Background: an optimization exercise with open tools, aiming at small area, a short achievable clock period and few clock cycles. Do not read the settings as production practice.
At most, simulation tests tie the RTL to the original design; equivalence was not proved.
No activity file was given, so power comes from the tool's default toggle rates.

Setup of try-onyx:
## word_length_histogram
module word_length_histogram (
  input  logic                     clk,
  input  logic                     rst,
  input  logic                     start,
  input  wlh_pkg::in_item_t        cmd,
  output logic                     busy,
  input  logic                     cfg_wr_en,
  input  logic [wlh_pkg::BAR_W-1:0] cfg_wr_data,
  output logic                     result_strobe,
  output wlh_pkg::out_item_t       result
);
  localparam int SIDE_W = 2;
  localparam int OVS_W  = 3;
  localparam int DW     = 23;    
  function automatic logic [COUNT_WIDTH-1:0] sat_inc(input logic [COUNT_WIDTH-1:0] v);
    sat_inc = (v == COUNT_MAX) ? COUNT_MAX : v + COUNT_WIDTH'(1);
  endfunction
  function automatic logic [22:0] add23(input logic [22:0] a, input logic [22:0] b);
    logic [22:0] g, p, gg, pp;
    g  = a & b;
    p  = a ^ b;
    gg = g;
    pp = p;
    for (int l = 0; l < 5; l++) begin
      for (int i = 0; i < 23; i++) begin
        if (((i >> l) & 1) == 1) begin
          gg[i] = gg[i] | (pp[i] & gg[((i >> l) << l) - 1]);
          pp[i] = pp[i] & pp[((i >> l) << l) - 1];
        end
      end
    end
    add23 = p ^ {gg[21:0], 1'b0};
  endfunction
  logic accept, is_sep;
  logic a_char, a_sep, a_eot;
  logic a_char_n, a_sep_n, a_eot_n;
  assign accept   = start && !busy;
  assign is_sep   = (cmd.char_code == CHAR_SPACE) || (cmd.char_code == CHAR_TAB) ||
                    (cmd.char_code == CHAR_NEWLINE);
  assign a_char_n = accept && cmd.action == ACT_TEXT && !is_sep;
  assign a_sep_n  = accept && cmd.action == ACT_TEXT && is_sep;
  assign a_eot_n  = accept && cmd.action == ACT_REPORT;
  always_ff @(posedge clk) begin
    if (rst) begin
      a_char <= 1'b0;
      a_sep  <= 1'b0;
      a_eot  <= 1'b0;
    end else begin
      a_char <= a_char_n;
      a_sep  <= a_sep_n;
      a_eot  <= a_eot_n;
    end
  end
  logic [BAR_W-1:0]       max_bar_height;
  logic [4:0]             len;           
  logic                   ge;            
  ...
Size in the first run: ~2600 cells after synthesis, ~77 I/O pins.
==> flow/config.mk <==
export PLATFORM = sky130hd
export DESIGN_NAME = word_length_histogram
export DESIGN_NICKNAME = word_length_histogram
export VERILOG_FILES = /design/flow/design.v
export SDC_FILE = /design/flow/constraint.sdc
export NUM_CORES = 4
export LEC_CHECK = 0
export CAP_MARGIN = 20
export CORE_MARGIN = 2
export CORE_UTILIZATION = 40
export SETUP_SLACK_MARGIN = 4.5
export SLEW_MARGIN = 20
export TNS_END_PERCENT = 5
==> flow/constraint.sdc <==
create_clock -name core_clock -period 7.0 [get_ports {clk}]
set_input_delay 1.4000 -clock core_clock [delete_from_list [all_inputs] [get_ports {clk}]]
set_output_delay 1.4000 -clock core_clock [all_outputs]
set_load 0.01 [all_outputs]
standard.sh (not shown) runs the stock make flow with config.mk's settings and CLKGATE_MAP_FILE= SYNTH_SCRIPT=/design/flow/synth_recipe.tcl, a recipe that flattens the netlist after the stock synthesis.
==> flow/flow/run.sh <==
#!/bin/bash
# Standard layout, with two changes to how it is made: the port buffers are
# buf_4 cells instead of the default pick, and timing repair may resize a
# cell into any footprint. Everything else is the standard.sh.
set -euo pipefail
bash standard.sh MATCH_CELL_FOOTPRINT=0 "BUFFER_PORTS_ARGS=-buffer_cell sky130_fd_sc_hd__buf_4" finish > standard_flow.log 2>&1
--- input diff try-onyx..try-yarrow ---
- changing SETUP_SLACK_MARGIN from 4.5 to 4.2
Results
- Result: PASS for each of try-onyx and try-yarrow
- try-onyx → try-yarrow: clock skew decreased 0.0084 ns, combined flip-flop and latch cell area level, global-route usage now sits lower, area of all placed cells without fillers fell by 590 µm².
- The sequential share of layout area number comes out lower for try-onyx vs try-yarrow.
- | net switching share of the total power | try-onyx vs try-yarrow | ≈ equal |
- For the share of post-route cells with drive strength above 1, try-yarrow came in 2.1 points lower than try-onyx did.
No run of this note included a check of the RTL's function; only the layout flow was run.

---

## indigo
Another version of the RTL of word_length_histogram (not shown whole).
Size in the first run: about 77 I/O pins.
## word_length_histogram
module word_length_histogram (
  input  logic                     clk,
  input  logic                     rst,
  input  logic                     start,
  input  wlh_pkg::in_item_t        cmd,
  output logic                     busy,
  input  logic                     cfg_wr_en,
  input  logic [wlh_pkg::BAR_W-1:0] cfg_wr_data,
  output logic                     result_strobe,
  output wlh_pkg::out_item_t       result
);
clock: 7.0 ns
lec_check: 0
abc_area: 1
cap_margin: 20
core_margin: 2
core_utilization: 55
cts_cluster_diameter: 100
cts_cluster_size: 20
place_density: 0.8
setup_slack_margin: 4.5
slew_margin: 20
tns_end_percent: 5
Scripts as last shown in full above: flow/flow/run.sh
Testbench counts of indigo, summed over its fixed seeds: cycles 35,346.
Modified inputs, zinc compared to indigo
# indigo
export LEC_CHECK = 0
export ABC_AREA = 1
export CAP_MARGIN = 20
export CORE_MARGIN = 2
export CORE_UTILIZATION = 55
export CTS_CLUSTER_DIAMETER = 100
export CTS_CLUSTER_SIZE = 20
export PLACE_DENSITY = 0.8
export SETUP_SLACK_MARGIN = 4.5
export SLEW_MARGIN = 20
export TNS_END_PERCENT = 5
create_clock -name core_clock -period 7.0 [get_ports {clk}]
# zinc
export LEC_CHECK = 0
export ABC_AREA = 1
export CAP_MARGIN = 20
export CORE_MARGIN = 2
export CORE_UTILIZATION = 55
export PLACE_DENSITY = 0.8
export SETUP_SLACK_MARGIN = 4.5
export SLEW_MARGIN = 20
export TNS_END_PERCENT = 5
create_clock -name core_clock -period 7.0 [get_ports {clk}]
## What came out
- The final layout from zinc, which completed every stage, passed the timing, DRC and antenna checks at the end of the flow.
- The total routing resource utilization after global routing of zinc is higher than that of indigo.
- The net load switching power number comes out lower for indigo vs zinc.
- Any difference in sequential power between zinc and indigo is small enough to ignore.
- NOTE: worst hold slack after final layout in zinc exceeds that of indigo
- Relative to indigo, largest driver fanout on the critical path has decreased by 1 in zinc.
- Diff zinc..indigo | number of clock sinks seen by CTS | unchanged
- zinc vs. indigo: via count saw an increase; final wirelength saw an increase; sequential share of layout area saw a decrease.
- zinc: non-clock buffer count lower than indigo
- Status: multi-input logic area parity (zinc, indigo)
Edits applied to the flow inputs when going from zinc to nickel:
# zinc
export LEC_CHECK = 0
export ABC_AREA = 1
export CAP_MARGIN = 20
export CORE_MARGIN = 2
export CORE_UTILIZATION = 55
export PLACE_DENSITY = 0.8
export SETUP_SLACK_MARGIN = 4.5
export SLEW_MARGIN = 20
export TNS_END_PERCENT = 5
create_clock -name core_clock -period 7.0 [get_ports {clk}]
# nickel
export LEC_CHECK = 0
export ABC_AREA = 1
export CAP_MARGIN = 20
export CORE_MARGIN = 2
export CORE_UTILIZATION = 60
export CTS_CLUSTER_DIAMETER = 100
export CTS_CLUSTER_SIZE = 20
export PLACE_DENSITY = 0.85
export SETUP_SLACK_MARGIN = 4.5
export SLEW_MARGIN = 20
export TNS_END_PERCENT = 5
create_clock -name core_clock -period 7.0 [get_ports {clk}]
nickel: flow completed, timing, DRC and antenna clean
Delta(clock buffer count in the final layout, nickel - zinc) < 0
Re final worst setup slack: nickel and zinc aren't equal, and the lower value belongs to nickel.
In nickel, the aggregate routed wire length came out about 1.2% above the value in zinc.
Taking zinc as the reference point, the cell area of nickel falls by 2.9%.
Total of plain and repair buffers excluding clock buffers, nickel vs zinc: up by a few percent
Critical path class = flop to output pin: zinc; critical path class = flop to flop: nickel
The launching element of the worst setup path comes out out_b[4] in one run and raddr[0] in the other, namely in zinc and nickel respectively.
Final-layout worst hold slack ends up higher on nickel.

---

word_length_histogram, a different RTL version from the one above (not shown whole).
Size in the first run: about 2,200 cells after synthesis, roughly 560 flip-flops.
Design word_length_histogram, start of the top module:
module word_length_histogram (
  input  logic                     clk,
  input  logic                     rst,
  input  logic                     start,
  input  wlh_pkg::in_item_t        cmd,
  output logic                     busy,
  input  logic                     cfg_wr_en,
  input  logic [wlh_pkg::BAR_W-1:0] cfg_wr_data,
  output logic                     result_strobe,
  output wlh_pkg::out_item_t       result
);
export LEC_CHECK = 0
export CAP_MARGIN = 20
export CORE_MARGIN = 2
export CORE_UTILIZATION = 40
export SETUP_SLACK_MARGIN = 4.2
export SLEW_MARGIN = 20
create_clock -name core_clock -period 7.0 [get_ports {clk}]
run.sh (not shown) runs the stock make flow with config.mk's settings and CLKGATE_MAP_FILE= SYNTH_SCRIPT=/design/flow/synth_recipe.tcl, a recipe that flattens the netlist after the stock synthesis.
Stock flow here: none of the scripts above is used.
The baseline finished clean.
Rerun with:
Settings changed: ABC_CLOCK_PERIOD_IN_PS set to 2800.
Result:
- The changed run completed without violations
- final area does not change
- die area is unchanged
- sequential cell count does not change
No functional check of the RTL was part of any run of this note.

---

RTL: one of the versions met above, not the one the previous note started from.
Size in the first run: roughly 590 flip-flops, ~77 I/O pins, about 0.031 sq mm of cells after synthesis.
export LEC_CHECK = 0
export ABC_AREA = 1
export CAP_MARGIN = 20
export CORE_MARGIN = 2
export CORE_UTILIZATION = 55
export CTS_CLUSTER_DIAMETER = 100
export CTS_CLUSTER_SIZE = 20
export PLACE_DENSITY = 0.8
export SETUP_SLACK_MARGIN = 4.3
export SLEW_MARGIN = 20
export TNS_END_PERCENT = 5
create_clock -name core_clock -period 7.0 [get_ports {clk}]
standard.sh (not shown) runs the stock make flow with config.mk's settings and CLKGATE_MAP_FILE= SYNTH_SCRIPT=/design/flow/synth_recipe.tcl, a recipe that flattens the netlist after the stock synthesis.
Scripts as last shown in full above: flow/flow/run.sh
Testbench counts at the start, summed over its fixed seeds: cycles 35,346.
Next try:
- CTS_CLUSTER_DIAMETER: 100 -> 120
- CTS_CLUSTER_SIZE: 20 -> 26
- SETUP_SLACK_MARGIN: 4.3 -> 4.5
The new run ran to the end with no violations. Maximum frequency climbs by a few percent. Synthesized area is unchanged. Cell area went up by a few percent. Count of clock-buffer cells in the layout is lower by 14.

---

Starting RTL as in the previous note.
Settings: LEC_CHECK=0, ABC_AREA=1, CAP_MARGIN=20, CORE_MARGIN=2, CORE_UTILIZATION=55, PLACE_DENSITY=0.8, SETUP_SLACK_MARGIN=4.8, SLEW_MARGIN=20, TNS_END_PERCENT=5; clock period 7.0 ns.
Scripts as last shown in full above: flow/flow/run.sh
The baseline completed without violations.
Testbench counts at the start, summed over its fixed seeds: cycles 35,346.
Edit:
- CORE_UTILIZATION: 55 -> 40
- SETUP_SLACK_MARGIN: 4.8 -> 4.5
- final cell count grows by 3.0%
- flip-flop and latch count stays the same
- clock power shrinks by about 6%
- area after synthesis does not change
- critical path depth shrinks by 3
- non-clock buffer count shrinks by 89
- design area shrinks by 3.6%

## re-timing with driven ports
Ports are ideal in the flow. The routed layouts listed here were re-timed in OpenROAD. Step 1 assumes that a clkbuf_16 drives the clock port and a buf_2 every other input. Step 2 times the ports against the registers' clock, not the clock port: input delays grow and output delays shrink by t, the midpoint of the rising clock arrivals with the driver on. a / b / c = ideal ports / drivers / drivers and shift; a / b = the first two.
run | t (ns) | setup WS [ns] | worst data-port slew with drivers (ns)
try-onyx | 0.686 | 4.062 / 4.062 / 3.907 | 0.06
try-yarrow | 0.679 | 3.997 / 3.997 / 3.678 | 0.06
indigo | 0.649 | 4.339 / 4.278 / 3.902 | 0.04
zinc | 0.709 | 4.298 / 4.239 / 3.757 | 0.05
nickel | 0.660 | 4.234 / 4.234 / 3.728 | 0.04
the first run of note 3 | 0.694 | 2.083 / 2.083 / 2.083 | 0.06
the second run of note 3 | 0.694 | 2.083 / 2.083 / 2.083 | 0.06
the first run of note 4 | 0.645 | 4.192 / 4.132 / 3.782 | 0.05
the second run of note 4 | 0.666 | 4.315 / 4.257 / 3.800 | 0.05
the first run of note 5 | 0.680 | 4.281 / 4.281 / 3.665 | 0.04
the second run of note 5 | 0.712 | 4.228 / 4.198 / 3.825 | 0.05
After both steps every run listed still meets setup and hold. For the first run of note 5, which loses most, drivers alone change the setup slack by 0.000 ns; drivers and shift together by -0.616 ns.
